Context: an optimization exercise on an open-source flow, tuned for small area and a short achievable clock period. The choices shown serve that exercise and are no tape-out recipe.
In this exercise RTL edits were held to simulation tests only and were not proved equivalent to the original.
Power figures rest on the tool's default switching activity, not on a simulated workload.

<file path="flow/run.sh">
#!/bin/bash
# synth_recipe.tcl (not shown) runs the flow's synth.tcl, then flattens the netlist and writes it again
# the make line also repeats each setting of config.mk as NAME=value (left out here)
make -C /OpenROAD-flow-scripts/flow DESIGN_CONFIG=/design/flow/config.mk WORK_HOME=/design/flow/orfs CLKGATE_MAP_FILE= SYNTH_SCRIPT=/design/flow/synth_recipe.tcl finish
</file>
<file path="flow/config.mk">
export PLATFORM = sky130hd
export DESIGN_NAME = conv_top
export DESIGN_NICKNAME = conv_top
export VERILOG_FILES = /design/flow/design.v
export SDC_FILE = /design/flow/constraint.sdc
export NUM_CORES = 4
export LEC_CHECK = 0
export CAP_MARGIN = 20
export CORE_MARGIN = 2
export CORE_UTILIZATION = 40
export SLEW_MARGIN = 20
</file>
<file path="flow/constraint.sdc">
create_clock -name core_clock -period 5.0 [get_ports {clk}]
set_input_delay 1.0000 -clock core_clock [delete_from_list [all_inputs] [get_ports {clk}]]
set_output_delay 1.0000 -clock core_clock [all_outputs]
set_load 0.01 [all_outputs]
</file>
<file path="flow/design.v">
`timescale 1ns/10ps
package conv_geom_pkg;
  localparam int KERNEL_ROWS = 5;
  localparam int LB_BANKS = KERNEL_ROWS - 1;
  localparam int MAX_LINE_W = 64;
  localparam int LINE_ADDR_W = 6;
  typedef logic [LINE_ADDR_W-1:0] line_addr_t;
  typedef logic [LB_BANKS-1:0] bank_sel_t;
  typedef logic [2:0] line_cnt_t;
endpackage
`timescale 1ns/10ps
package conv_pos_pkg;
  typedef logic [5:0] kernel_pos_t;
  function automatic logic line_start(
    input logic cur_sof,
    input logic prev_vld,
    input logic prev_eol
  );
    line_start = cur_sof | (prev_vld & prev_eol);
  endfunction
endpackage
`timescale 1ns/10ps
module conv_ingress_pipe (
    input  wire logic                              clk
  , input  wire logic                              reset_i
  , input  wire logic                              s_tvalid_i
  , input  wire logic                              s_tuser_i
  , input  wire logic                              s_tlast_i
  , input  wire logic                              m_tready_i
  , output logic                                   s_tready_o
  , output logic                                   advance_o
  , output logic [4:1]                             sof_hist_o
  , output logic [4:1]                             eol_hist_o
  , output logic [4:1]                             pos_vld_o
  , output conv_geom_pkg::line_addr_t              wm2_o
);
  logic                             advance;
  logic [4:1]                       sof_hist_q;
  logic [4:1]                       eol_hist_q;
  logic [4:1]                       pos_vld_q;
  logic                             sol_in;
  logic                             row0_s1_q;
  conv_geom_pkg::line_addr_t        col_s1_q;
  conv_geom_pkg::line_addr_t        wm2_q;
  assign advance    = s_tvalid_i & m_tready_i;
  assign s_tready_o = m_tready_i;
  always_ff @(posedge clk) begin
    if (reset_i) begin
      pos_vld_q  <= '0;
      sof_hist_q <= '0;
      eol_hist_q <= '0;
    end else if (advance) begin
      pos_vld_q  <= {pos_vld_q[3:1], 1'b1};
      sof_hist_q <= {sof_hist_q[3:1], s_tuser_i};
      eol_hist_q <= {eol_hist_q[3:1], s_tlast_i};
    end
  end
  assign sol_in = conv_pos_pkg::line_start(s_tuser_i, pos_vld_q[1], eol_hist_q[1]);
  always_ff @(posedge clk) begin
    if (reset_i) begin
      col_s1_q  <= '0;
      row0_s1_q <= 1'b0;
    end else if (advance) begin
      col_s1_q  <= sol_in ? '0 : col_s1_q + 1'b1;
      row0_s1_q <= s_tuser_i | (row0_s1_q & ~sol_in);
    end
  end
  always_ff @(posedge clk) begin
    if (advance && pos_vld_q[1] && eol_hist_q[1] && row0_s1_q) begin
      wm2_q <= col_s1_q - 1'b1;
    end
  end
  assign advance_o  = advance;
  assign sof_hist_o = sof_hist_q;
  assign eol_hist_o = eol_hist_q;
  assign pos_vld_o  = pos_vld_q;
  assign wm2_o      = wm2_q;
endmodule
`timescale 1ns/10ps
module conv_pos_tracker (
    input  wire logic                              clk
  , input  wire logic                              reset_i
  , input  wire logic                              advance_i
  , input  wire logic [4:1]                        sof_hist_i
  , input  wire logic [4:1]                        eol_hist_i
  , input  wire logic [4:1]                        pos_vld_i
  , output conv_pos_pkg::kernel_pos_t              pos_o
  , output logic                                   centre_vld_o
);
  logic                    pos_w2;
  logic                    pos_w1;
  logic                    pos_e1;
  logic                    pos_e2;
  logic                    sol_s2;
  conv_geom_pkg::line_cnt_t line_cnt_q;
  conv_geom_pkg::line_cnt_t line_cnt_inc;
  conv_geom_pkg::line_cnt_t line_cnt_cur;
  assign pos_w2 = conv_pos_pkg::line_start(sof_hist_i[2], pos_vld_i[3], eol_hist_i[3]);
  assign pos_w1 = pos_vld_i[3]
                & conv_pos_pkg::line_start(sof_hist_i[3], pos_vld_i[4], eol_hist_i[4]);
  assign pos_e1 = pos_vld_i[1] & eol_hist_i[1];
  assign pos_e2 = eol_hist_i[2];
  assign sol_s2 = pos_vld_i[2] & pos_w2;
  assign line_cnt_inc = (line_cnt_q == conv_geom_pkg::line_cnt_t'(conv_geom_pkg::LB_BANKS))
                      ? line_cnt_q
                      : line_cnt_q + 1'b1;
  always_comb begin
    line_cnt_cur = line_cnt_q;
    if (sol_s2) begin
      line_cnt_cur = sof_hist_i[2] ? '0 : line_cnt_inc;
    end
  end
  always_ff @(posedge clk) begin
    if (reset_i) begin
      line_cnt_q <= '0;
    end else if (advance_i && sol_s2) begin
      line_cnt_q <= line_cnt_cur;
    end
  end
  assign pos_o = {
    pos_w2,
    pos_w1,
    pos_e1,
    pos_e2,
    (line_cnt_cur == conv_geom_pkg::line_cnt_t'(2)),
    (line_cnt_cur == conv_geom_pkg::line_cnt_t'(3))
  };
  assign centre_vld_o = (line_cnt_cur >= conv_geom_pkg::line_cnt_t'(2));
endmodule
`timescale 1ns/10ps
module conv_line_store #(
  parameter int PIXEL_W = 8
) (
    input  wire logic                                          clk
  , input  wire logic                                          advance_i
  , input  wire logic [PIXEL_W-1:0]                            pix_i
  , input  wire conv_geom_pkg::line_addr_t                     wm2_i
  , output logic [conv_geom_pkg::KERNEL_ROWS*PIXEL_W-1:0]      col_o
);
  localparam int MAXW = conv_geom_pkg::MAX_LINE_W;
  localparam int NSEG = conv_geom_pkg::LINE_ADDR_W;
  localparam int ROWS = conv_geom_pkg::LB_BANKS;
  logic [(MAXW+1)*PIXEL_W-1:0] a_q;
  logic [PIXEL_W-1:0]          tap1;
  always_ff @(posedge clk) begin
    if (advance_i) begin
      a_q <= {a_q[MAXW*PIXEL_W-1:0], pix_i};
    end
  end
  always_comb begin
    tap1 = '0;
    for (int w = 0; w < MAXW - 1; w++) begin
      if (wm2_i == w[NSEG-1:0]) begin
        tap1 = a_q[(w+2)*PIXEL_W +: PIXEL_W];
      end
    end
  end
  assign col_o[0 +: PIXEL_W] = a_q[2*PIXEL_W +: PIXEL_W];
  logic [PIXEL_W-1:0] tap [ROWS];
  logic [PIXEL_W-1:0] b_q [ROWS];
  logic [PIXEL_W-1:0] c_q [ROWS];
  assign tap[0] = tap1;
  for (genvar l = 0; l < ROWS; l++) begin : g_line
    always_ff @(posedge clk) begin
      if (advance_i) begin
        b_q[l] <= tap[l];
        c_q[l] <= b_q[l];
      end
    end
    assign col_o[(l+1)*PIXEL_W +: PIXEL_W] = c_q[l];
    if (l > 0) begin : g_delay
      logic [PIXEL_W-1:0] seg_in [NSEG+1];
      assign seg_in[0] = c_q[l-1];
      for (genvar k = 0; k < NSEG; k++) begin : g_seg
        localparam int L = 1 << k;
        logic [L*PIXEL_W-1:0] s_q;
        if (L == 1) begin : g_one
          always_ff @(posedge clk) begin
            if (advance_i) s_q <= seg_in[k];
          end
        end else begin : g_many
          always_ff @(posedge clk) begin
            if (advance_i) s_q <= {s_q[(L-1)*PIXEL_W-1:0], seg_in[k]};
          end
        end
        assign seg_in[k+1] = wm2_i[k] ? s_q[(L-1)*PIXEL_W +: PIXEL_W] : seg_in[k];
      end
      assign tap[l] = seg_in[NSEG];
    end
  end
endmodule
`timescale 1ns/10ps
module conv_col_assembler (
    input  wire logic                                          clk
  , input  wire logic                                          reset_i
  , input  wire logic                                          advance_i
  , input  wire logic                                          pos_vld_i
  , input  wire conv_pos_pkg::kernel_pos_t                     pos_i
  , input  wire logic                                          centre_vld_i
  , output logic                                               col_vld_o
  , output conv_pos_pkg::kernel_pos_t                          col_pos_o
);
  logic                       vc_s3_q;
  conv_pos_pkg::kernel_pos_t  pos_s3_q;
  always_ff @(posedge clk) begin
    if (reset_i) begin
      vc_s3_q <= 1'b0;
    end else if (advance_i) begin
      vc_s3_q <= pos_vld_i & centre_vld_i;
    end
  end
  always_ff @(posedge clk) begin
    if (advance_i) begin
      pos_s3_q <= pos_i;
    end
  end
  assign col_vld_o  = vc_s3_q & advance_i;
  assign col_pos_o  = pos_s3_q;
endmodule
`timescale 1ns/10ps
module conv_top #(
  parameter int PIXEL_W = 8
) (
    input  wire logic                                          clk
  , input  wire logic                                          reset_i
  , input  wire logic                                          s_tvalid_i
  , input  wire logic [PIXEL_W-1:0]                            s_tdata_i
  , input  wire logic                                          s_tuser_i
  , input  wire logic                                          s_tlast_i
  , input  wire logic                                          m_tready_i
  , output logic                                               s_tready_o
  , output logic                                               col_vld_o
  , output logic [5:0]                                         col_pos_o
  , output logic [conv_geom_pkg::KERNEL_ROWS*PIXEL_W-1:0]      col_data_o
);
  logic                                             advance;
  logic [4:1]                                       sof_hist;
  logic [4:1]                                       eol_hist;
  logic [4:1]                                       pos_vld;
  conv_pos_pkg::kernel_pos_t                        kernel_pos;
  logic                                             centre_vld;
  conv_geom_pkg::line_addr_t                        wm2;
  conv_ingress_pipe u_ingress (
      .clk          (clk)
    , .reset_i      (reset_i)
    , .s_tvalid_i   (s_tvalid_i)
    , .s_tuser_i    (s_tuser_i)
    , .s_tlast_i    (s_tlast_i)
    , .m_tready_i   (m_tready_i)
    , .s_tready_o   (s_tready_o)
    , .advance_o    (advance)
    , .sof_hist_o   (sof_hist)
    , .eol_hist_o   (eol_hist)
    , .pos_vld_o    (pos_vld)
    , .wm2_o        (wm2)
  );
  conv_pos_tracker u_tracker (
      .clk          (clk)
    , .reset_i      (reset_i)
    , .advance_i    (advance)
    , .sof_hist_i   (sof_hist)
    , .eol_hist_i   (eol_hist)
    , .pos_vld_i    (pos_vld)
    , .pos_o        (kernel_pos)
    , .centre_vld_o (centre_vld)
  );
  conv_line_store #(.PIXEL_W(PIXEL_W)) u_line_store (
      .clk          (clk)
    , .advance_i    (advance)
    , .pix_i        (s_tdata_i)
    , .wm2_i        (wm2)
    , .col_o        (col_data_o)
  );
  conv_col_assembler u_assembler (
      .clk          (clk)
    , .reset_i      (reset_i)
    , .advance_i    (advance)
    , .pos_vld_i    (pos_vld[2])
    , .pos_i        (kernel_pos)
    , .centre_vld_i (centre_vld)
    , .col_vld_o    (col_vld_o)
    , .col_pos_o    (col_pos_o)
  );
endmodule
</file>
==> out/results.ini, run 1 <==
[worst_setup_path]
endpoint_kind = register
critPathBufInv = 1
slowest_delay_ps = 920
worstPathMaxFanout = 29
crit_family = compound AO/OA/AOI/OAI gates
path_depth = 9
setup.worst_path.end = u_line_store.b_q[0][1]
r2r_cells = 9
slowest_stage = a2111oi_0
worstReg2RegStart = u_ingress.wm2_q[5]
cp-startpoint = u_ingress.wm2_q[5]
r2r-end = u_line_store.b_q[0][1]
crit_required_ps = 5530
r2r_setup_slack_ps = 990
worstPathCellList = buf_4 > nand2b_1 > nor3b_2 > nor2_1 > o32ai_1 > a2111oi_0 > nand4_1 > a21oi_1 > o21ai_1
crit_type = reg -> reg
cp.arrival_ps = 4540
start_kind = register

[timing]
max-slew-margin-rel = 0.313
hold_viol_final = 0
rsz0062_at_grt = false
setup_viol = 0
fin_crit_sh = 0.802
finClkSkew_ps = 17.9
post-route-min-period_ps = 4010
fmax_ghz = 0.249
worst_slew_pin_slew_ps = 1000
drv_slew = 0

[detailed_routing]
routed_wl_um = 122000
dr.first_iter.drc_count = 3385
postRouteAntennaNets = 0
drc_errors = 0
num_vias = 31059
first_pass_iters = 6
wl_per_cell_um = 20.1
vias_per_cell = 5.12

[clock_network]
postCtsResizedCells = 0
clock_latency_ps = 800
cts_buffers = 197
clock-sinks = 2130
h-tree-depth = 4
clkSlewWorstSetupHoldPaths_ps = 60
cts_tree = done
holdBufCountCts = 0
clockRootBuffer = clkbuf_16
cts_buffer_depth = 3
post-cts-setup-buffer-count = 0

[power_and_ir_drop]
leakagePower_nw = 26.6
irDropWorstVdd_mv = 0.299
p_total_mw = 35.3
power_density_nw_per_um2 = 429

[synthesis]
ys_ff_latch = 2130
synth.most_common_cell = edfxtp_1
ys.flop_type = edfxtp_1
synthTopCellsByArea = edfxtp_1, mux2_2, mux2_4, mux2i_1, a21oi_1
yosysTopAreaCell = edfxtp_1
synth_edf_count = 2108
postSynthCellCount = 3327
syn_avg_cell_area_um2 = 21.7
ys_warn_count = 10
syn_area_um2 = 72300
synthDistinctLibCells = 88
ys_seq_area_frac = 0.881
yosysTopAreaCellShare = 0.875
synth-async-reset-ratio = 0
synth_common_cells = edfxtp_1, a21oi_1, mux2_2
syn-num-nets = 3345

[floorplan]
core_area_um2 = 180000
die-area_um2 = 184000
die_y_um = 429
rows = 156
start_util = 0.401
io_pins = 62
chipWidth_um = 429

[finish]
antennaDiodeCount = 0
final_nets = 3565
area_growth_pct = 14.0
final-instance-count-excl-fill = 6065
drive_gt1_frac = 0.151
multi_input_area_um2 = 7860
seq_area_um2 = 63700
nFillCells = 14890

[hold_path]
hold_path.class = reg -> reg

[global_routing]
top_usage_layer = met1
grt_pass1_wl_um = 186000
met3_usage = 0.0272
grt_util_met2 = 0.183
grtUsageTotal = 0.129
grt_max_degree = 140
grt_pass1_vias = 30397
overflow = 0
grt.met1_usage = 0.198
antenna_found_initial = 0

[placed_design]
port_buffers = 61
post-dp-hpwl_um = 67600
dp_cells = 5718
place.gp.congestion = 0.853

[run_status]
status = finished clean

[job]
drv_cap = 0

logic make-up (layout without fill, tap and decap cells):
kind of cell | Yosys count | count (layout) | synth area share
fa+ha+maj | 4 | 4 | 0.000692
mux | 240 | 240 | 0.0411
flops | 2130 | 2130 | 0.881
xor+xnor | 9 | 9 | 0.00109
compound gates | 451 | 451 | 0.0408
simple gates | 341 | 341 | 0.0243
buf+inv | 152 | 520 | 0.0105
per-layer routing:
layer	wire length, µm	share of wire	vias up
li1	-	-	13871
met1	59300	0.49	15958
met2	52800	0.43	987
met3	7060	0.058	243
met4	2980	0.024	0
met5	0	0	-
layout make-up:
cell class	instances	share of cell area
clock inverter	98	0.0107
sequential	2130	0.773
tap	2370	0.0360
timing repair buffer	158	0.0209
inverter	15	0.000895
multi-input combinational	1045	0.0953
clock buffer	249	0.0629
worst min path at each step:
| stage | startpoint | to | slack [ps] | cells past startpoint |
|---|---|---|---|---|
| floorplan | u_line_store.a_q[2] | u_line_store.a_q[10] | 400 | 0 |
| global placement | u_line_store.b_q[1][7] | u_line_store.c_q[1][7] | 400 | 0 |
| detailed placement | u_line_store.b_q[3][3] | u_line_store.c_q[3][3] | 400 | 0 |
| CTS | u_line_store.g_line[1].g_delay.g_seg[5].s_q[103] | u_line_store.g_line[1].g_delay.g_seg[5].s_q[111] | 410 | 0 |
| global route | u_line_store.g_line[1].g_delay.g_seg[5].s_q[103] | u_line_store.g_line[1].g_delay.g_seg[5].s_q[111] | 410 | 0 |
| finish | u_line_store.g_line[2].g_delay.g_seg[4].s_q[115] | u_line_store.g_line[2].g_delay.g_seg[4].s_q[123] | 410 | 0 |
where the power goes:
part | internal (mW) | switching, mW | total [mW]
Clock | 7.99 | 6.21 | 14.2
Sequential | 20.3 | 0.238 | 20.6
Combinational | 0.155 | 0.405 | 0.561
layout by cell type, fill, tap and decap left out, drive strengths merged, types with 8 or more instances in the layout:
master         netlist  layout
inv                 15      18
bufinv               0      13
a31oi               19      19
mux2i               61      61
o221ai              20      20
nor3                29      29
mux2               170     170
clkinv               0      74
buf                 88      97
nand3               38      38
clkdlybuf4s50        0      61
mux4                 9       9
o32ai                8       8
nor2b               14      14
o21ai              109     109
nand2               94      94
nor2                92      92
nor4                 9       9
o22ai               29      29
a21oi              114     114
a221oi              12      12
o2111ai             11      11
clkinvlp             0       8
edfxtp            2108    2108
dfxtp               22      22
a32oi                8       8
a211oi              15      15
o211ai              10      10
a22oi               19      19
clkbuf              49     249
registers in the layout (all words and copies together), names as in the netlist, 3 cells and up:
| register | count |
|---|---|
| u_line_store.a_q | 520 |
| u_ingress.wm2_q | 6 |
| u_assembler.pos_s3_q | 6 |
| u_tracker.line_cnt_q | 3 |
| u_line_store.g_line.g_delay.g_seg.s_q | 1512 |
| u_ingress.eol_hist_q | 4 |
| u_ingress.pos_vld_q | 4 |
| u_line_store.b_q | 32 |
| u_ingress.col_s1_q | 6 |
| u_ingress.sof_hist_q | 3 |
| u_line_store.c_q | 32 |
stage by stage:
step                setup TNS (ps)  hold slack, ps  area [µm²]  utilization  worst slack [ps]
detailed placement               0             405       76400        0.424              1120
floorplan                 -3742870             400       72400            -             -1770
finish                           0             409       82400        0.458               991
CTS                              0             408       82400        0.458              1090
global route                     0             414       82400        0.458               880
global placement                 0             400       76400        0.424              1240
==> inputs of run 2 (changes only) <==
--- a/flow/config.mk
+++ b/flow/config.mk
@@ -8,4 +8,7 @@
 export CAP_MARGIN = 20
 export CORE_MARGIN = 2
 export CORE_UTILIZATION = 40
+export CTS_BUF_LIST = sky130_fd_sc_hd__clkbuf_4 sky130_fd_sc_hd__clkbuf_8
+export CTS_CLUSTER_SIZE = 30
+export SETUP_SLACK_MARGIN = 2.5
 export SLEW_MARGIN = 20
==> out/results.ini, run 2 <==
[run_status]
status = finished clean

[timing]
fin_crit_sh = 0.587  ; -0.214
max-slew-margin-rel = 0.457  ; +0.145
hold_viol_final = 0  ; unchanged
fin_tns_setup_ps = 0  ; unchanged
drv_slew = 0  ; unchanged
worst_slew_pin_slew_ps = 804  ; -201 ps
rsz0062_at_grt = true
post-route-min-period_ps = 2940  ; -1070 ps
fmax_ghz = 0.340  ; +36%
finClkSkew_ps = 62.5  ; +44.6 ps
setup_viol = 0  ; unchanged

[finish]
drive_gt1_frac = 0.275  ; +0.124
reg_top3 = u_line_store.g_line.g_delay.g_seg.s_q x1512, u_line_store.a_q x520
area_growth_pct = 18.2
final_nets = 3914  ; +9.8%
mostFrequentLayoutCell = edfxtp_1
final-instance-count-excl-fill = 6502  ; +7.2%
largest_register_ffs = 1512  ; unchanged
nFillCells = 14662  ; -1.5%
postLayoutCoreUtil = 0.475  ; +0.0171
layout_common_cells = edfxtp_1, clkbuf_8, buf_4, mux2_4, a21oi_1
largest-register = u_line_store.g_line.g_delay.g_seg.s_q

[power_and_ir_drop]
p_clk_frac = 0.394  ; -0.008
leakagePower_nw = 28.6  ; +7.7%
irDropWorstVdd_mv = 0.218  ; -27%
switching_share = 0.200  ; +0.00628
intPower_mw = 28.0  ; -1.8%
pwr-share-comb = 0.017  ; about the same
power_density_nw_per_um2 = 409  ; -4.6%
p_switching_mw = 7.00  ; +2.2%
power_frac_seq = 0.589  ; +0.007

[clock_network]
clock-sinks = 2130  ; unchanged
cts_buffers = 334  ; +70%
h-tree-depth = 5  ; +1
clockRootBuffer = clkbuf_8
cts_tree = done
cts_buffer_depth = 4  ; +1
clkSlewWorstSetupHoldPaths_ps = 60  ; about the same
holdBufCountCts = 0  ; unchanged
clock_latency_ps = 1000  ; +200 ps

[worst_setup_path]
cp-startpoint = u_ingress.wm2_q[2]
worstReg2RegStart = u_ingress.wm2_q[2]
path_depth = 9  ; unchanged
slowest_delay_ps = 550  ; -370 ps
crit_path_frequent_cell = or4b_4
r2r_cells = 9  ; unchanged
start_kind = register
crit_required_ps = 5740  ; +210 ps
crit_family = simple AND/OR/NAND/NOR gates
endpoint_kind = register
r2r_setup_slack_ps = 2060  ; +1070 ps
cp.arrival_ps = 3680  ; -860 ps
worstPathMaxFanout = 17  ; -41%
crit_type = reg -> reg
slowest_stage = or4b_4
critPathBufInv = 2  ; +1
worstPathCellList = buf_4 > buf_12 > or4b_4 > o32ai_2 > a311o_1 > a31oi_2 > or4b_4 > a31oi_4 > o221ai_1

[floorplan]
chipWidth_um = 429  ; unchanged
die-area_um2 = 184000  ; unchanged
start_util = 0.401  ; unchanged
rows = 156  ; unchanged
die_y_um = 429  ; unchanged
core_area_um2 = 180000  ; unchanged
io_pins = 62  ; unchanged

[detailed_routing]
dr.first_iter.drc_count = 3647  ; +7.7%
vias_per_cell = 5.15  ; +0.47%
routed_wl_um = 135000  ; +10%
drc_errors = 0  ; unchanged
wl_per_cell_um = 20.7  ; +3.0%
wl_met3_um = 10200  ; +45%
met1Wirelength_um = 62300  ; +5.0%
wl_met2_um = 58200  ; +10%
num_vias = 33453  ; +7.7%
highest-signal-layer = met5
first_pass_iters = 7  ; +1
postRouteAntennaNets = 0  ; unchanged

[global_routing]
grt_pass1_wl_um = 200000  ; +7.8%
grt_max_degree = 140  ; unchanged
antenna_found_initial = 4  ; +4
grtUsageTotal = 0.141  ; +0.0116
grt_pass1_vias = 32700  ; +7.6%
overflow = 0  ; unchanged

[synthesis]
syn_area_um2 = 72300  ; unchanged
synthTopCellsByArea = edfxtp_1, mux2_2, mux2_4, mux2i_1, a21oi_1
syn-num-nets = 3345  ; unchanged
synth.most_common_cell = edfxtp_1
ys.flop_type = edfxtp_1
postSynthCellCount = 3327  ; unchanged
synth-async-reset-ratio = 0  ; unchanged
ys_warn_count = 10  ; unchanged
yosysTopAreaCell = edfxtp_1
synth_common_cells = edfxtp_1, a21oi_1, mux2_2
ys_ff_latch = 2130  ; unchanged
synth_edf_count = 2108  ; unchanged
synthDistinctLibCells = 88  ; unchanged
yosysTopAreaCellShare = 0.875  ; unchanged
ys_seq_area_frac = 0.881  ; unchanged
syn_avg_cell_area_um2 = 21.7  ; unchanged

[job]
drv_cap = 0  ; unchanged

[placed_design]
port_buffers = 61  ; unchanged
place.gp.congestion = 0.853  ; unchanged
dp_cells = 5718  ; unchanged
post-dp-hpwl_um = 67600  ; unchanged

[hold_path]
holdPathStages = 0  ; unchanged
hold_path.class = reg -> reg
min_from = u_line_store.g_line[1].g_delay.g_seg[5].s_q[220]

==> run 2: cell count changes in the layout (fill, tap and decap cells not counted), moves of 30 or more <==
cell / delta
clkbuf_8: +342
clkbuf_16: -195
buf_4: +152
clkbuf_4: +104
clkdlybuf4s50_1: -50
clkbuf_1: -49
mux2_4: +47
clkinv_1: +46
mux2_2: -46
buf_2: +38
buf_6: +30
==> run 2: power by group through the flow <==
stage	sequential (mW)	clock (mW)	combinational, mW
after floorplan	21.0	0	0.340
after global placement	20.9	0	0.560
after detailed placement	20.9	0	0.576
after CTS	20.6	14.3	0.583
after global routing	20.6	15.1	0.657
final	20.6	13.8	0.598
==> run 2: repair_timing <==
| item | CTS | global route |
|---|---|---|
| setup buffers | 120 | 69 |
| gates resized for setup | 385 | 88 |
| cloned | 18 | 5 |
| hold endpoints to repair | 0 | 0 |
| endpoints found under the setup margin | 125 | 103 |
| pin swaps | 53 | 18 |
==> run 2: cells by family after synthesis <==
family,synth area share
DFF,0.881
buffers and inverters,0.0105
AOI/OAI and AO/OA,0.0408
muxes,0.0411
adders and majority gates,0.000692
and+or+nand+nor,0.0243
xor gates and xnor gates,0.00109
==> run 2: worst paths after layout <==
kind / end
setup / recovery: u_line_store.b_q[0][7]
hold / removal: u_line_store.g_line[1].g_delay.g_seg[5].s_q[228]
setup reg to reg: u_line_store.b_q[0][7]
hold reg to reg: u_line_store.g_line[1].g_delay.g_seg[5].s_q[228]
==> run 2: layer usage <==
| layer | vias to the layer above | global-route usage |
|---|---|---|
| met5 | - | 0 |
| met4 | 4 | 0.0556 |
| met3 | 349 | 0.0364 |
| met2 | 1386 | 0.198 |
| met1 | 17090 | 0.209 |
| li1 | 14624 | - |
==> run 2: cell type report <==
cell class | instances | area, µm² | area share
clock buffer | 446 | 5490 | 0.0642
inverter | 15 | 97.6 | 0.00114
timing repair buffer | 370 | 3930 | 0.0460
clock inverter | 122 | 707 | 0.00827
multi-input combinational | 1045 | 8560 | 0.100
tap | 2370 | 2970 | 0.0347
antenna | 4 | 10.0 | 0.000117
sequential | 2130 | 63700 | 0.745
==> run 2: stage by stage <==
stage	hold slack, ps	setup slack (ps)	instance area, µm²	power [mW]
after floorplan	400	-1770	72400	21.3
after global placement	400	1240	76400	21.5
after detailed placement	405	1120	76400	21.5
after CTS	389	2150	84500	35.5
after global routing	393	2010	85500	36.4
final	394	2060	85500	35.0
==> inputs of run 3 (changes only) <==
--- a/flow/design.v
+++ b/flow/design.v
@@ -29,10 +29,12 @@
   , input  wire logic                              m_tready_i
   , output logic                                   s_tready_o
   , output logic                                   advance_o
+  , output logic                                   hold_o
+  , output logic                                   pol_o
   , output logic [4:1]                             sof_hist_o
   , output logic [4:1]                             eol_hist_o
   , output logic [4:1]                             pos_vld_o
-  , output conv_geom_pkg::line_addr_t              wm2_o
+  , output conv_geom_pkg::line_addr_t              wm1_o
 );
   logic                             advance;
   logic [4:1]                       sof_hist_q;
@@ -41,7 +43,8 @@
   logic                             sol_in;
   logic                             row0_s1_q;
   conv_geom_pkg::line_addr_t        col_s1_q;
-  conv_geom_pkg::line_addr_t        wm2_q;
+  conv_geom_pkg::line_addr_t        wm1_q;
+  logic                             pol_q;
   assign advance    = s_tvalid_i & m_tready_i;
   assign s_tready_o = m_tready_i;
   always_ff @(posedge clk) begin
@@ -67,14 +70,23 @@
   end
   always_ff @(posedge clk) begin
     if (advance && pos_vld_q[1] && eol_hist_q[1] && row0_s1_q) begin
-      wm2_q <= col_s1_q - 1'b1;
+      wm1_q <= col_s1_q;
+    end
+  end
+  always_ff @(posedge clk) begin
+    if (reset_i) begin
+      pol_q <= 1'b0;
+    end else begin
+      pol_q <= ~pol_q;
     end
   end
   assign advance_o  = advance;
+  assign hold_o     = ~advance;
+  assign pol_o      = pol_q;
   assign sof_hist_o = sof_hist_q;
   assign eol_hist_o = eol_hist_q;
   assign pos_vld_o  = pos_vld_q;
-  assign wm2_o      = wm2_q;
+  assign wm1_o      = wm1_q;
 endmodule
 `timescale 1ns/10ps
 module conv_pos_tracker (
@@ -133,62 +145,99 @@
 ) (
     input  wire logic                                          clk
   , input  wire logic                                          advance_i
+  , input  wire logic                                          hold_i
+  , input  wire logic                                          pol_i
   , input  wire logic [PIXEL_W-1:0]                            pix_i
-  , input  wire conv_geom_pkg::line_addr_t                     wm2_i
+  , input  wire conv_geom_pkg::line_addr_t                     wm1_i
   , output logic [conv_geom_pkg::KERNEL_ROWS*PIXEL_W-1:0]      col_o
 );
   localparam int MAXW = conv_geom_pkg::MAX_LINE_W;
   localparam int NSEG = conv_geom_pkg::LINE_ADDR_W;
   localparam int ROWS = conv_geom_pkg::LB_BANKS;
-  logic [(MAXW+1)*PIXEL_W-1:0] a_q;
+  logic [PIXEL_W-1:0] pol_w;
+  assign pol_w = {PIXEL_W{pol_i}};
+  logic [(MAXW+1)*PIXEL_W-1:0] a_t;
   logic [PIXEL_W-1:0]          tap1;
-  always_ff @(posedge clk) begin
-    if (advance_i) begin
-      a_q <= {a_q[MAXW*PIXEL_W-1:0], pix_i};
-    end
-  end
+  conv_flip_chain #(.N(MAXW+1), .PIXEL_W(PIXEL_W)) u_first (
+      .clk    (clk)
+    , .load_i (advance_i)
+    , .hold_i (hold_i)
+    , .d_i    (pix_i ^ pol_w)
+    , .q_o    (a_t)
+  );
   always_comb begin
     tap1 = '0;
-    for (int w = 0; w < MAXW - 1; w++) begin
-      if (wm2_i == w[NSEG-1:0]) begin
-        tap1 = a_q[(w+2)*PIXEL_W +: PIXEL_W];
+    for (int w = 1; w < MAXW; w++) begin
+      if (wm1_i == w[NSEG-1:0]) begin
+        tap1 = a_t[(w+1)*PIXEL_W +: PIXEL_W];
       end
     end
   end
-  assign col_o[0 +: PIXEL_W] = a_q[2*PIXEL_W +: PIXEL_W];
   logic [PIXEL_W-1:0] tap [ROWS];
-  logic [PIXEL_W-1:0] b_q [ROWS];
-  logic [PIXEL_W-1:0] c_q [ROWS];
+  logic [PIXEL_W-1:0] b_t [ROWS];
+  logic [PIXEL_W-1:0] c_q [ROWS+1];
   assign tap[0] = tap1;
+  always_ff @(posedge clk) begin
+    if (advance_i) begin
+      c_q[0] <= a_t[1*PIXEL_W +: PIXEL_W] ^ pol_w;
+    end
+  end
+  assign col_o[0 +: PIXEL_W] = c_q[0];
   for (genvar l = 0; l < ROWS; l++) begin : g_line
+    conv_flip_chain #(.N(1), .PIXEL_W(PIXEL_W)) u_b (
+        .clk    (clk)
+      , .load_i (advance_i)
+      , .hold_i (hold_i)
+      , .d_i    (tap[l])
+      , .q_o    (b_t[l])
+    );
     always_ff @(posedge clk) begin
       if (advance_i) begin
-        b_q[l] <= tap[l];
-        c_q[l] <= b_q[l];
+        c_q[l+1] <= b_t[l] ^ pol_w;
       end
     end
-    assign col_o[(l+1)*PIXEL_W +: PIXEL_W] = c_q[l];
-    if (l > 0) begin : g_delay
+    assign col_o[(l+1)*PIXEL_W +: PIXEL_W] = c_q[l+1];
+    if (l + 1 < ROWS) begin : g_delay
       logic [PIXEL_W-1:0] seg_in [NSEG+1];
-      assign seg_in[0] = c_q[l-1];
+      assign seg_in[0] = b_t[l];
       for (genvar k = 0; k < NSEG; k++) begin : g_seg
         localparam int L = 1 << k;
-        logic [L*PIXEL_W-1:0] s_q;
-        if (L == 1) begin : g_one
-          always_ff @(posedge clk) begin
-            if (advance_i) s_q <= seg_in[k];
-          end
-        end else begin : g_many
-          always_ff @(posedge clk) begin
-            if (advance_i) s_q <= {s_q[(L-1)*PIXEL_W-1:0], seg_in[k]};
-          end
-        end
-        assign seg_in[k+1] = wm2_i[k] ? s_q[(L-1)*PIXEL_W +: PIXEL_W] : seg_in[k];
+        logic [L*PIXEL_W-1:0] s_t;
+        conv_flip_chain #(.N(L), .PIXEL_W(PIXEL_W)) u_seg (
+            .clk    (clk)
+          , .load_i (advance_i)
+          , .hold_i (hold_i)
+          , .d_i    (seg_in[k])
+          , .q_o    (s_t)
+        );
+        assign seg_in[k+1] = wm1_i[k] ? s_t[(L-1)*PIXEL_W +: PIXEL_W] : seg_in[k];
       end
-      assign tap[l] = seg_in[NSEG];
+      assign tap[l+1] = seg_in[NSEG];
     end
   end
 endmodule
+module conv_flip_chain #(
+  parameter int N = 1,
+  parameter int PIXEL_W = 8
+) (
+    input  wire logic                    clk
+  , input  wire logic                    load_i
+  , input  wire logic                    hold_i
+  , input  wire logic [PIXEL_W-1:0]      d_i
+  , output logic [N*PIXEL_W-1:0]         q_o
+);
+  logic [N*PIXEL_W-1:0] q;
+  logic [N*PIXEL_W-1:0] prev;
+  if (N == 1) begin : g_one
+    assign prev = d_i;
+  end else begin : g_many
+    assign prev = {q[(N-1)*PIXEL_W-1:0], d_i};
+  end
+  always_ff @(posedge clk) begin
+    q <= ~((prev | {N*PIXEL_W{hold_i}}) & (q | {N*PIXEL_W{load_i}}));
+  end
+  assign q_o = q;
+endmodule
 `timescale 1ns/10ps
 module conv_col_assembler (
     input  wire logic                                          clk
@@ -234,12 +283,14 @@
   , output logic [conv_geom_pkg::KERNEL_ROWS*PIXEL_W-1:0]      col_data_o
 );
   logic                                             advance;
+  logic                                             hold;
+  logic                                             pol;
   logic [4:1]                                       sof_hist;
   logic [4:1]                                       eol_hist;
   logic [4:1]                                       pos_vld;
   conv_pos_pkg::kernel_pos_t                        kernel_pos;
   logic                                             centre_vld;
-  conv_geom_pkg::line_addr_t                        wm2;
+  conv_geom_pkg::line_addr_t                        wm1;
   conv_ingress_pipe u_ingress (
       .clk          (clk)
     , .reset_i      (reset_i)
@@ -249,10 +300,12 @@
     , .m_tready_i   (m_tready_i)
     , .s_tready_o   (s_tready_o)
     , .advance_o    (advance)
+    , .hold_o       (hold)
+    , .pol_o        (pol)
     , .sof_hist_o   (sof_hist)
     , .eol_hist_o   (eol_hist)
     , .pos_vld_o    (pos_vld)
-    , .wm2_o        (wm2)
+    , .wm1_o        (wm1)
   );
   conv_pos_tracker u_tracker (
       .clk          (clk)
@@ -267,8 +320,10 @@
   conv_line_store #(.PIXEL_W(PIXEL_W)) u_line_store (
       .clk          (clk)
     , .advance_i    (advance)
+    , .hold_i       (hold)
+    , .pol_i        (pol)
     , .pix_i        (s_tdata_i)
-    , .wm2_i        (wm2)
+    , .wm1_i        (wm1)
     , .col_o        (col_data_o)
   );
   conv_col_assembler u_assembler (
--- a/flow/config.mk
+++ b/flow/config.mk
@@ -8,7 +8,6 @@
 export CAP_MARGIN = 20
 export CORE_MARGIN = 2
 export CORE_UTILIZATION = 40
-export CTS_BUF_LIST = sky130_fd_sc_hd__clkbuf_4 sky130_fd_sc_hd__clkbuf_8
-export CTS_CLUSTER_SIZE = 30
-export SETUP_SLACK_MARGIN = 2.5
 export SLEW_MARGIN = 20
+export SYNTH_HIERARCHICAL = 1
+export SYNTH_MINIMUM_KEEP_SIZE = 0
==> out/results.ini, run 3 <==
[floorplan]
start_util = 0.403  ; +0.00178
core_area_um2 = 172000  ; -4.7%
rows = 152  ; -2.6%
die_y_um = 420  ; -2.1%
io_pins = 62  ; unchanged
die-area_um2 = 176000  ; -4.2%
chipWidth_um = 420  ; -2.1%

[worst_setup_path]
start_kind = register
worstReg2RegStart = u_ingress.wm1_q[1]
cp.arrival_ps = 4550  ; +870 ps
cp-startpoint = u_ingress.wm1_q[1]
crit_required_ps = 5730  ; about the same
worstPathMaxFanout = 22  ; +5
crit_type = reg -> reg
endpoint_kind = register

[global_routing]
grt_pass1_wl_um = 226000  ; +13%
grt_pass1_vias = 42030  ; +29%
antenna_found_initial = 1  ; -3
overflow = 0  ; unchanged
grt_max_degree = 238  ; +70%
grtUsageTotal = 0.154  ; +0.0130

[detailed_routing]
wl_per_cell_um = 17.3  ; -17%
drc_errors = 0  ; unchanged
first_pass_iters = 7  ; unchanged
vias_per_cell = 5.54  ; +7.8%
num_vias = 44994  ; +34%
routed_wl_um = 140000  ; +3.8%
postRouteAntennaNets = 0  ; unchanged
dr.first_iter.drc_count = 2979  ; -18%

[power_and_ir_drop]
leakagePower_nw = 28.2  ; -1.4%
power_density_nw_per_um2 = 551  ; +35%
intPower_mw = 32.0  ; +14%
switching_share = 0.241  ; +0.0405
p_switching_mw = 10.1  ; +45%
pwr-share-comb = 0.088  ; +0.071
power_frac_seq = 0.543  ; -0.046
irDropWorstVdd_mv = 0.298  ; +37%
p_clk_frac = 0.369  ; -0.025

[finish]
reg_top3 = u_line_store.g_line.g_delay.g_seg.u_seg.q x1512, u_line_store.u_first.q x520, u_line_store.c_q x40
antennaDiodeCount = 0  ; -4
mostFrequentLayoutCell = dfxtp_1
postLayoutCoreUtil = 0.445  ; -0.0298
layout_common_cells = dfxtp_1, o22ai_1, clkbuf_16, a21oi_1, nand2_1
drive_gt1_frac = 0.120  ; -0.155
largest_register_ffs = 1512  ; unchanged
nFillCells = 15778  ; +7.6%
final_nets = 5649  ; +44%
area_growth_pct = 10.3
largest-register = u_line_store.g_line.g_delay.g_seg.u_seg.q

[job]
drv_cap = 0  ; unchanged

[clock_network]
cts_buffers = 200  ; -40%
holdBufCountCts = 0  ; unchanged
cts_tree = done
cts_buffer_depth = 3  ; -1
clkSlewWorstSetupHoldPaths_ps = 60  ; about the same
post-cts-setup-buffer-count = 0  ; -100%
clock-sinks = 2139  ; +0.42%
clock_latency_ps = 830  ; -170 ps
postCtsResizedCells = 0  ; -100%
clockRootBuffer = clkbuf_16
h-tree-depth = 4  ; -1

[placed_design]
place.gp.congestion = 0.859  ; +0.69%
port_buffers = 61  ; unchanged
post-dp-hpwl_um = 82000  ; +21%

[timing]
rsz0062_at_grt = false
fin_tns_setup_ps = 0  ; unchanged
worst_slew_pin_slew_ps = 1120  ; +320 ps
max-slew-margin-rel = 0.251  ; -0.207
drv_slew = 0  ; unchanged
fin_crit_sh = 0.765  ; +0.177
hold_viol_final = 0  ; unchanged
finClkSkew_ps = 40.5  ; -22.0 ps
post-route-min-period_ps = 3820  ; +887 ps
setup_viol = 0  ; unchanged
fmax_ghz = 0.262  ; -23%

[hold_path]
min_from = u_line_store.g_line[0].g_delay.g_seg[4].u_seg.q[83]
hold_path.class = reg -> reg

[synthesis]
ys_warn_count = 28  ; +18
syn_avg_cell_area_um2 = 11.9  ; -45%
syn_area_um2 = 69200  ; -4.3%
syn-num-nets = 5843  ; +75%
postSynthCellCount = 5826  ; +75%

[run_status]
status = finished clean

-- run 3: critical path, stage by stage (launching register included) --
cell      delay (ps)
edfxtp_1         720
inv_2            920
buf_4            440
mux2_4           340
mux2_2           290
mux2_4           290
mux2_4           280
mux2_2           270
o22ai_2          130
-- run 3: cell type report --
type	count	area (µm²)	area share
tap	2310	2890	0.0378
timing repair buffer	171	1740	0.0227
sequential	2139	43300	0.567
multi-input combinational	3107	21400	0.281
inverter	13	75.1	0.000983
clock buffer	303	5940	0.0777
clock inverter	73	963	0.0126
-- run 3: per-layer routing --
layer	track usage	wire, µm
met3	0.0275	5650
met1	0.216	68100
met2	0.238	63000
met5	0	0
met4	0.0502	3280
-- run 3: path summary, 6_finish.rpt --
kind                                                              end  slack, ps  cells after the start
setup / recovery                      u_line_store.g_line[1].u_b.q[4]       1180                      8
hold / removal    u_line_store.g_line[0].g_delay.g_seg[4].u_seg.q[91]        410                      1
setup reg to reg                      u_line_store.g_line[1].u_b.q[4]       1180                      8
hold reg to reg   u_line_store.g_line[0].g_delay.g_seg[4].u_seg.q[91]        410                      1
-- run 3: stage by stage --
stage | instances | hold slack (ps) | instance area [µm²] | worst slack (ps) | power [mW]
floorplan | 5826 | 391 | 69200 | 1890 | 25.9
global placement | 7740 | 427 | 69500 | 1140 | 26.7
detailed placement | 7740 | 432 | 69500 | 1110 | 26.9
CTS | 8116 | 414 | 76400 | 1180 | 42.5
global route | 8116 | 443 | 76400 | 1090 | 44.1
finish | 8116 | 414 | 76400 | 1180 | 42.1
-- run 3: power groups by stage --
stage | Clock, mW | Combinational [mW] | Sequential [mW]
after floorplan | 0 | 3.29 | 22.6
after global placement | 0 | 3.56 | 23.1
after detailed placement | 0 | 3.72 | 23.2
after CTS | 15.9 | 3.73 | 22.9
after global routing | 16.6 | 4.13 | 23.3
final | 15.5 | 3.70 | 22.9
==> inputs of run 4 (changes only) <==
--- a/flow/design.v
+++ b/flow/design.v
@@ -34,7 +34,8 @@
   , output logic [4:1]                             sof_hist_o
   , output logic [4:1]                             eol_hist_o
   , output logic [4:1]                             pos_vld_o
-  , output conv_geom_pkg::line_addr_t              wm1_o
+  , output logic [7:0]                             sel_lo_o
+  , output logic [7:0]                             sel_hi_o
 );
   logic                             advance;
   logic [4:1]                       sof_hist_q;
@@ -43,7 +44,8 @@
   logic                             sol_in;
   logic                             row0_s1_q;
   conv_geom_pkg::line_addr_t        col_s1_q;
-  conv_geom_pkg::line_addr_t        wm1_q;
+  logic [7:0]                       sel_lo_q;
+  logic [7:0]                       sel_hi_q;
   logic                             pol_q;
   assign advance    = s_tvalid_i & m_tready_i;
   assign s_tready_o = m_tready_i;
@@ -70,7 +72,10 @@
   end
   always_ff @(posedge clk) begin
     if (advance && pos_vld_q[1] && eol_hist_q[1] && row0_s1_q) begin
-      wm1_q <= col_s1_q;
+      for (int i = 0; i < 8; i++) begin
+        sel_lo_q[i] <= (col_s1_q[2:0] == i[2:0]);
+        sel_hi_q[i] <= (col_s1_q[5:3] == i[2:0]);
+      end
     end
   end
   always_ff @(posedge clk) begin
@@ -86,7 +91,8 @@
   assign sof_hist_o = sof_hist_q;
   assign eol_hist_o = eol_hist_q;
   assign pos_vld_o  = pos_vld_q;
-  assign wm1_o      = wm1_q;
+  assign sel_lo_o   = sel_lo_q;
+  assign sel_hi_o   = sel_hi_q;
 endmodule
 `timescale 1ns/10ps
 module conv_pos_tracker (
@@ -148,16 +154,15 @@
   , input  wire logic                                          hold_i
   , input  wire logic                                          pol_i
   , input  wire logic [PIXEL_W-1:0]                            pix_i
-  , input  wire conv_geom_pkg::line_addr_t                     wm1_i
+  , input  wire logic [7:0]                                    sel_lo_i
+  , input  wire logic [7:0]                                    sel_hi_i
   , output logic [conv_geom_pkg::KERNEL_ROWS*PIXEL_W-1:0]      col_o
 );
   localparam int MAXW = conv_geom_pkg::MAX_LINE_W;
-  localparam int NSEG = conv_geom_pkg::LINE_ADDR_W;
   localparam int ROWS = conv_geom_pkg::LB_BANKS;
   logic [PIXEL_W-1:0] pol_w;
   assign pol_w = {PIXEL_W{pol_i}};
   logic [(MAXW+1)*PIXEL_W-1:0] a_t;
-  logic [PIXEL_W-1:0]          tap1;
   conv_flip_chain #(.N(MAXW+1), .PIXEL_W(PIXEL_W)) u_first (
       .clk    (clk)
     , .load_i (advance_i)
@@ -165,18 +170,22 @@
     , .d_i    (pix_i ^ pol_w)
     , .q_o    (a_t)
   );
-  always_comb begin
-    tap1 = '0;
-    for (int w = 1; w < MAXW; w++) begin
-      if (wm1_i == w[NSEG-1:0]) begin
-        tap1 = a_t[(w+1)*PIXEL_W +: PIXEL_W];
-      end
-    end
+  logic [8*PIXEL_W-1:0] grp;
+  logic [PIXEL_W-1:0]   tap [ROWS];
+  for (genvar g = 0; g < 8; g++) begin : g_grp
+    conv_sel8 #(.PIXEL_W(PIXEL_W)) u_lo (
+        .sel_i  (sel_lo_i)
+      , .data_i (a_t[(8*g+1)*PIXEL_W +: 8*PIXEL_W])
+      , .data_o (grp[g*PIXEL_W +: PIXEL_W])
+    );
   end
-  logic [PIXEL_W-1:0] tap [ROWS];
+  conv_sel8 #(.PIXEL_W(PIXEL_W)) u_hi (
+      .sel_i  (sel_hi_i)
+    , .data_i (grp)
+    , .data_o (tap[0])
+  );
   logic [PIXEL_W-1:0] b_t [ROWS];
   logic [PIXEL_W-1:0] c_q [ROWS+1];
-  assign tap[0] = tap1;
   always_ff @(posedge clk) begin
     if (advance_i) begin
       c_q[0] <= a_t[1*PIXEL_W +: PIXEL_W] ^ pol_w;
@@ -198,21 +207,38 @@
     end
     assign col_o[(l+1)*PIXEL_W +: PIXEL_W] = c_q[l+1];
     if (l + 1 < ROWS) begin : g_delay
-      logic [PIXEL_W-1:0] seg_in [NSEG+1];
-      assign seg_in[0] = b_t[l];
-      for (genvar k = 0; k < NSEG; k++) begin : g_seg
-        localparam int L = 1 << k;
-        logic [L*PIXEL_W-1:0] s_t;
-        conv_flip_chain #(.N(L), .PIXEL_W(PIXEL_W)) u_seg (
-            .clk    (clk)
-          , .load_i (advance_i)
-          , .hold_i (hold_i)
-          , .d_i    (seg_in[k])
-          , .q_o    (s_t)
-        );
-        assign seg_in[k+1] = wm1_i[k] ? s_t[(L-1)*PIXEL_W +: PIXEL_W] : seg_in[k];
+      logic [7*PIXEL_W-1:0]  lo_t;
+      logic [56*PIXEL_W-1:0] hi_t;
+      logic [PIXEL_W-1:0]    lo_out;
+      conv_flip_chain #(.N(7), .PIXEL_W(PIXEL_W)) u_lo_chain (
+          .clk    (clk)
+        , .load_i (advance_i)
+        , .hold_i (hold_i)
+        , .d_i    (b_t[l])
+        , .q_o    (lo_t)
+      );
+      conv_sel8 #(.PIXEL_W(PIXEL_W)) u_lo_sel (
+          .sel_i  (sel_lo_i)
+        , .data_i ({lo_t, b_t[l]})
+        , .data_o (lo_out)
+      );
+      conv_flip_chain #(.N(56), .PIXEL_W(PIXEL_W)) u_hi_chain (
+          .clk    (clk)
+        , .load_i (advance_i)
+        , .hold_i (hold_i)
+        , .d_i    (lo_out)
+        , .q_o    (hi_t)
+      );
+      logic [8*PIXEL_W-1:0] hi_taps;
+      assign hi_taps[0 +: PIXEL_W] = lo_out;
+      for (genvar j = 1; j < 8; j++) begin : g_hi_tap
+        assign hi_taps[j*PIXEL_W +: PIXEL_W] = hi_t[(8*j-1)*PIXEL_W +: PIXEL_W];
       end
-      assign tap[l+1] = seg_in[NSEG];
+      conv_sel8 #(.PIXEL_W(PIXEL_W)) u_hi_sel (
+          .sel_i  (sel_hi_i)
+        , .data_i (hi_taps)
+        , .data_o (tap[l+1])
+      );
     end
   end
 endmodule
@@ -238,6 +264,20 @@
   end
   assign q_o = q;
 endmodule
+module conv_sel8 #(
+  parameter int PIXEL_W = 8
+) (
+    input  wire logic [7:0]              sel_i
+  , input  wire logic [8*PIXEL_W-1:0]    data_i
+  , output logic [PIXEL_W-1:0]           data_o
+);
+  always_comb begin
+    data_o = '0;
+    for (int i = 0; i < 8; i++) begin
+      data_o = data_o | (data_i[i*PIXEL_W +: PIXEL_W] & {PIXEL_W{sel_i[i]}});
+    end
+  end
+endmodule
 `timescale 1ns/10ps
 module conv_col_assembler (
     input  wire logic                                          clk
@@ -290,7 +330,8 @@
   logic [4:1]                                       pos_vld;
   conv_pos_pkg::kernel_pos_t                        kernel_pos;
   logic                                             centre_vld;
-  conv_geom_pkg::line_addr_t                        wm1;
+  logic [7:0]                                       sel_lo;
+  logic [7:0]                                       sel_hi;
   conv_ingress_pipe u_ingress (
       .clk          (clk)
     , .reset_i      (reset_i)
@@ -305,7 +346,8 @@
     , .sof_hist_o   (sof_hist)
     , .eol_hist_o   (eol_hist)
     , .pos_vld_o    (pos_vld)
-    , .wm1_o        (wm1)
+    , .sel_lo_o     (sel_lo)
+    , .sel_hi_o     (sel_hi)
   );
   conv_pos_tracker u_tracker (
       .clk          (clk)
@@ -323,7 +365,8 @@
     , .hold_i       (hold)
     , .pol_i        (pol)
     , .pix_i        (s_tdata_i)
-    , .wm1_i        (wm1)
+    , .sel_lo_i     (sel_lo)
+    , .sel_hi_i     (sel_hi)
     , .col_o        (col_data_o)
   );
   conv_col_assembler u_assembler (
--- a/flow/config.mk
+++ b/flow/config.mk
@@ -8,6 +8,7 @@
 export CAP_MARGIN = 20
 export CORE_MARGIN = 2
 export CORE_UTILIZATION = 40
+export SETUP_SLACK_MARGIN = 2.5
 export SLEW_MARGIN = 20
 export SYNTH_HIERARCHICAL = 1
 export SYNTH_MINIMUM_KEEP_SIZE = 0
==> out/results.ini, run 4 <==
[timing]
fin_tns_setup_ps = 0  ; unchanged
fin_hold_ws_ps = 418  ; +3.72 ps
drv_slew = 0  ; unchanged
finClkSkew_ps = 35.5  ; -5.01 ps
fin_crit_sh = 0.497  ; -0.268
worst_slew_pin_slew_ps = 1070  ; -56.1 ps
max-slew-margin-rel = 0.288  ; +0.0374
hold_viol_final = 0  ; unchanged
setup_viol = 0  ; unchanged
fmax_ghz = 0.403  ; +54%
rsz0062_at_grt = false
post-route-min-period_ps = 2480  ; -1340 ps

[global_routing]
grt_max_degree = 255  ; +7.1%
antenna_found_initial = 3  ; +2
grt_pass1_wl_um = 223000  ; -1.4%
overflow = 0  ; unchanged
grt_pass1_vias = 40674  ; -3.2%
grtUsageTotal = 0.159  ; +0.00501

[clock_network]
cts_buffer_depth = 3  ; unchanged
cts_tree = done
clkSlewWorstSetupHoldPaths_ps = 60  ; about the same
cts_buffers = 201  ; +0.50%
h-tree-depth = 4  ; unchanged
clockRootBuffer = clkbuf_16
clock-sinks = 2149  ; +0.47%
clock_latency_ps = 810  ; -20 ps

[power_and_ir_drop]
pwr-share-comb = 0.085  ; -0.003
power_frac_seq = 0.548  ; +0.005
power_density_nw_per_um2 = 570  ; +3.4%
p_total_mw = 42.0  ; -0.34%
switching_share = 0.241  ; +0.000253
p_clk_frac = 0.367  ; -0.002
irDropWorstVdd_mv = 0.348  ; +17%
p_switching_mw = 10.1  ; -0.23%
leakagePower_nw = 26.9  ; -4.6%
intPower_mw = 31.8  ; -0.37%

[floorplan]
start_util = 0.403  ; about the same
die-area_um2 = 170000  ; -3.7%
rows = 149  ; -2.0%
io_pins = 62  ; unchanged
chipWidth_um = 412  ; -1.9%
core_area_um2 = 165000  ; -3.8%
die_y_um = 412  ; -1.9%

[synthesis]
syn-num-nets = 5609  ; -4.0%
postSynthCellCount = 5587  ; -4.1%
syn_avg_cell_area_um2 = 11.9  ; +0.35%
syn_area_um2 = 66600  ; -3.8%
ys_warn_count = 19  ; -32%

[worst_setup_path]
start_kind = primary input
cp.arrival_ps = 3120  ; -1430 ps
crit_required_ps = 5630  ; -100 ps
worstPathMaxFanout = 209  ; +850%
endpoint_kind = register
crit_type = in -> reg

[detailed_routing]
vias_per_cell = 5.79  ; +4.4%
dr.first_iter.drc_count = 3809  ; +28%
drc_errors = 0  ; unchanged
postRouteAntennaNets = 0  ; unchanged
num_vias = 44551  ; -0.98%
routed_wl_um = 141000  ; +1.0%
wl_per_cell_um = 18.4  ; +6.4%
first_pass_iters = 5  ; -2

[finish]
reg_top3 = u_line_store.g_line.g_delay.u_hi_chain.q x1344, u_line_store.u_first.q x520, u_line_store.g_line.g_delay.u_lo_chain.q x168
largest-register = u_line_store.g_line.g_delay.u_hi_chain.q
drive_gt1_frac = 0.0859  ; -0.0345
mostFrequentLayoutCell = dfxtp_1
final_nets = 5367  ; -5.0%
layout_common_cells = dfxtp_1, o22ai_1, a22oi_1, clkbuf_16, nand4_1
fin_area_um2 = 73600  ; -3.6%
largest_register_ffs = 1344  ; -11%
area_growth_pct = 10.5

[job]
drv_cap = 0  ; unchanged

[hold_path]
hold_path.class = reg -> reg

[placed_design]
post-dp-hpwl_um = 70800  ; -14%
port_buffers = 61  ; unchanged
place.gp.congestion = 0.726  ; -15%
placed_area_um2 = 66600  ; -4.1%

[run_status]
status = finished clean

-- run 4: cell types whose count changed in the layout (fill, tap and decap cells not counted), sizes merged, moves of 62 or more --
cell	before	now
nand4	4	121
mux2	158	0
a22oi	33	480
nand2	89	27
o21ai	88	5
mux2i	85	0
nor2	77	7
a21oi	99	22
-- run 4: layout make-up --
cell class / count / area (µm²)
Fill cell: 15173 / 91600
Sequential cell: 2149 / 43600
Multi-Input combinational cell: 2829 / 18600
Clock buffer: 306 / 6050
Tap cell: 2189 / 2740
Timing Repair Buffer: 156 / 1770
Clock inverter: 61 / 754
Inverter: 8 / 37.5
Antenna cell: 3 / 7.51
-- run 4: final timing paths --
path / from / endpoint / cells after the start / slack, ps
max: m_tready_i / u_line_store.g_line[0].g_delay.u_hi_chain.q[25] / 6 / 2520
min: u_line_store.g_line[1].g_delay.u_hi_chain.q[239] / u_line_store.g_line[1].g_delay.u_hi_chain.q[247] / 1 / 420
max reg2reg: u_ingress.sel_lo_q[1] / u_line_store.g_line[3].u_b.q[5] / 6 / 2550
min reg2reg: u_line_store.g_line[1].g_delay.u_hi_chain.q[239] / u_line_store.g_line[1].g_delay.u_hi_chain.q[247] / 1 / 420
-- run 4: timing repair --
| item | in CTS | in global routing |
|---|---|---|
| gates resized for setup | 99 | 20 |
| pin swaps | 1 | 1 |
| cloned | 0 | 3 |
| setup buffers | 16 | 0 |
| endpoints found under the setup margin | 928 | 1013 |
| hold buffers | 0 | 0 |
-- run 4: metal layers --
layer  GRT usage  wire (µm)
met2       0.225      59300
met1       0.239      71300
met3      0.0333       7530
met4      0.0512       3270
met5           0         13
-- run 4: power groups by stage --
stage               sequential, mW  combinational, mW  clock, mW
global placement              23.2               3.39          0
floorplan                     22.7               3.17          0
detailed placement            23.3               3.56          0
CTS                           22.9               3.56       15.7
finish                        23.0               3.56       15.4
global route                  23.4               3.99       16.5
-- run 4: metrics by stage --
step | worst slack [ps] | instances | utilization
6_report | 2520 | 7701 | 0.446
3_5_place_dp | 1300 | 7312 | 0.403
5_1_grt | 2500 | 7699 | 0.446
2_1_floorplan | 2280 | 5587 | -
3_3_place_gp | 1350 | 7312 | 0.403
4_1_cts | 2360 | 7695 | 0.445
-- run 4: worst max-delay path, cell delays in order --
cell      delay [ps]
clkbuf_2          90
and2_4           130
buf_4            320
buf_4            500
buf_16           490
o22ai_1          210
==> inputs of run 5 (changes only) <==
--- a/flow/config.mk
+++ b/flow/config.mk
@@ -7,7 +7,7 @@
 export LEC_CHECK = 0
 export CAP_MARGIN = 20
 export CORE_MARGIN = 2
-export CORE_UTILIZATION = 40
+export CORE_UTILIZATION = 65
 export SETUP_SLACK_MARGIN = 2.5
 export SLEW_MARGIN = 20
 export SYNTH_HIERARCHICAL = 1
==> out/results.ini, run 5 <==
[run_status]
status = finished clean

[clock_network]
cts_buffer_depth = 3  ; unchanged
cts_tree = done
h-tree-depth = 4  ; unchanged
clock_latency_ps = 780  ; -30 ps
clockRootBuffer = clkbuf_16
clock-sinks = 2149  ; unchanged
cts_buffers = 198  ; -1.5%
clkSlewWorstSetupHoldPaths_ps = 60  ; about the same
holdBufCountCts = 0  ; unchanged

[placed_design]
post-dp-hpwl_um = 70200  ; -0.75%
port_buffers = 61  ; unchanged
placed_area_um2 = 65600  ; -1.5%
dp_cells = 6493  ; -11%
place.gp.congestion = 0.722  ; -0.65%

[worst_setup_path]
cp-startpoint = m_tready_i
r2r_setup_slack_ps = 2710  ; +160 ps
worstPathMaxFanout = 3  ; -99%
cp.arrival_ps = 1620  ; -1500 ps
crit_required_ps = 4000  ; -1630 ps
setup.worst_path.end = col_vld_o
crit_type = in -> out
start_kind = primary input
endpoint_kind = output port
r2r_cells = 6  ; unchanged
worstReg2RegStart = u_ingress.sel_lo_q[1]
r2r-end = u_line_store.g_line[2].u_b.q[1]

[finish]
drive_gt1_frac = 0.0818  ; -0.00410
fin_area_um2 = 72200  ; -1.9%
largest-register = u_line_store.g_line.g_delay.u_hi_chain.q
antennaDiodeCount = 0  ; -3
mostFrequentLayoutCell = dfxtp_1
reg_top3 = u_line_store.g_line.g_delay.u_hi_chain.q x1344, u_line_store.u_first.q x520, u_line_store.g_line.g_delay.u_lo_chain.q x168
largest_register_ffs = 1344  ; unchanged
nFillCells = 7504  ; -51%
layout_common_cells = dfxtp_1, o22ai_1, a22oi_1, clkbuf_16, nand4_1
final_nets = 5352  ; -0.28%
final-instance-count-excl-fill = 6860  ; -11%
area_growth_pct = 8.41

[synthesis]
syn-num-nets = 5609  ; unchanged
ys_warn_count = 19  ; unchanged
syn_area_um2 = 66600  ; unchanged
postSynthCellCount = 5587  ; unchanged
syn_avg_cell_area_um2 = 11.9  ; unchanged

[detailed_routing]
wl_per_cell_um = 19.8  ; +7.8%
postRouteAntennaNets = 0  ; unchanged
vias_per_cell = 6.43  ; +11%
first_pass_iters = 6  ; +1
drc_errors = 0  ; unchanged
routed_wl_um = 136000  ; -4.0%
dr.first_iter.drc_count = 3559  ; -6.6%
num_vias = 44123  ; -0.96%

[power_and_ir_drop]
intPower_mw = 31.5  ; -1.0%
p_switching_mw = 9.89  ; -2.2%
pwr-share-comb = 0.085  ; about the same
power_density_nw_per_um2 = 573  ; +0.61%
power_frac_seq = 0.555  ; +0.007
switching_share = 0.239  ; -0.00212
p_clk_frac = 0.360  ; -0.007
leakagePower_nw = 26.8  ; -0.58%
irDropWorstVdd_mv = 0.382  ; +9.7%

[timing]
hold_viol_final = 0  ; unchanged
fin_crit_sh = 0.523  ; +0.0264
max-slew-margin-rel = 0.295  ; +0.00705
setup_viol = 0  ; unchanged
fmax_ghz = 0.382  ; -5.0%
fin_tns_setup_ps = 0  ; unchanged
post-route-min-period_ps = 2620  ; +132 ps
finClkSkew_ps = 16.4  ; -19.1 ps
rsz0062_at_grt = true
worst_slew_pin_slew_ps = 1060  ; -10.6 ps
drv_slew = 0  ; unchanged

[floorplan]
start_util = 0.655  ; +0.252
core_area_um2 = 102000  ; -38%
rows = 117  ; -21%
io_pins = 62  ; unchanged
die_y_um = 324  ; -21%
chipWidth_um = 324  ; -21%
die-area_um2 = 105000  ; -38%

[global_routing]
overflow = 0  ; unchanged
grt_max_degree = 237  ; -7.1%
antenna_found_initial = 2  ; -1
grt_pass1_vias = 39574  ; -2.7%
grt_pass1_wl_um = 214000  ; -3.9%
grtUsageTotal = 0.250  ; +0.0912

[job]
drv_cap = 0  ; unchanged

[hold_path]
hold_path.class = reg -> reg

[run 5: cell types whose count changed in the layout (fill, tap and decap cells not counted), sizes merged, moves of 2 or more]
cell	change
buf	-4
clkbuf	-4
bufinv	-6
clkinv	-7
diode	-3
clkdlybuf4s15	-22
dlygate4sd2	+24
inv	+2
[run 5: per-stage QoR]
| stage | setup slack, ps | util | hold WS [ps] | total power [mW] |
|---|---|---|---|---|
| after floorplan | 2280 | - | 394 | 25.9 |
| after global placement | 1190 | 0.644 | 428 | 26.6 |
| after detailed placement | 1190 | 0.645 | 434 | 26.8 |
| after CTS | 2290 | 0.709 | 438 | 41.7 |
| after global routing | 2360 | 0.710 | 447 | 43.2 |
| final | 2380 | 0.710 | 436 | 41.4 |
[run 5: worst min path at each step]
| stage | endpoint | from | cells past startpoint | slack [ps] |
|---|---|---|---|---|
| floorplan | u_ingress.pol_q | u_ingress.pol_q | 1 | 390 |
| global route | u_line_store.g_line[2].g_delay.u_hi_chain.q[11] | u_line_store.g_line[2].g_delay.u_hi_chain.q[3] | 1 | 450 |
| CTS | u_line_store.g_line[2].g_delay.u_hi_chain.q[328] | u_line_store.g_line[2].g_delay.u_hi_chain.q[320] | 1 | 440 |
| detailed placement | u_line_store.g_line[0].g_delay.u_hi_chain.q[109] | u_line_store.g_line[0].g_delay.u_hi_chain.q[101] | 1 | 430 |
| global placement | u_line_store.g_line[1].g_delay.u_hi_chain.q[161] | u_line_store.g_line[1].g_delay.u_hi_chain.q[153] | 1 | 430 |
| finish | u_line_store.g_line[0].g_delay.u_hi_chain.q[254] | u_line_store.g_line[0].g_delay.u_hi_chain.q[246] | 1 | 440 |
[run 5: routing by layer]
| layer | routed length, µm | GRT usage | vias to the layer above | part of all wire |
|---|---|---|---|---|
| li1 | - | - | 21704 | - |
| met1 | 66700 | 0.374 | 21365 | 0.49 |
| met2 | 60400 | 0.374 | 870 | 0.44 |
| met3 | 6180 | 0.0388 | 184 | 0.045 |
| met4 | 2530 | 0.0744 | 0 | 0.019 |
| met5 | 0 | 0 | - | 0 |
[run 5: power groups by stage]
stage	Combinational (mW)	Clock (mW)	Sequential, mW
floorplan	3.17	0	22.7
global placement	3.35	0	23.2
detailed placement	3.51	0	23.3
CTS	3.51	15.2	23.0
global route	3.92	15.9	23.4
finish	3.51	14.9	23.0
[run 5: critical path, stage by stage]
cell	delay, ps
buf_4	140
and2_4	210
and2_4	150
clkbuf_2	120
[run 5: repair_timing]
action                     4_1_cts  5_1_grt
resized for setup               92       12
setup buffers                    3        0
cloned                           1        1
pin swaps                        2        1
setup endpoints to repair     1575      708
[run 5: cell type report]
type | instances | area (µm²) | share of cell area
clock buffer | 313 | 6080 | 0.0842
clock inverter | 49 | 507 | 0.00702
inverter | 8 | 42.5 | 0.000589
multi-input combinational | 2830 | 18600 | 0.258
sequential | 2149 | 43600 | 0.604
tap | 1368 | 1710 | 0.0237
timing repair buffer | 143 | 1610 | 0.0223

re-timing with driven ports:
The results above use ideal ports. As a check the final layouts listed here were re-extracted and re-timed, cells and wires unchanged. Step 1 sets driving cells, clkbuf_16 on the clock port and buf_2 on the other inputs (assumed; they add their load-dependent delay and slew). Step 2 times the ports against the registers' clock, not the clock port: input delays grow and output delays shrink by t, the midpoint of the rising clock arrivals with the driver on. Slacks: ideal / step 1 / step 2; pairs: ideal / step 1.
run	t, ns	setup slack, ns	worst setup path after step 2	latest minus earliest clock arrival (ns)	cell pins on the clock port's net
run 1	0.860	0.991 / 0.991 / 0.991	register to register	0.021 / 0.020	1
run 2	1.047	2.063 / 2.063 / 1.849	input to register	0.069 / 0.070	1
run 3	0.887	1.176 / 1.176 / 1.097	input to register	0.055 / 0.054	1
run 4	0.866	2.517 / 2.495 / 1.703	input to register	0.045 / 0.044	1
run 5	0.843	2.385 / 2.355 / 1.600	input to register	0.023 / 0.023	1
After both steps every run listed still meets setup and hold. For run 4, which loses most, drivers alone change the setup slack by -0.022 ns; drivers and shift together by -0.814 ns.
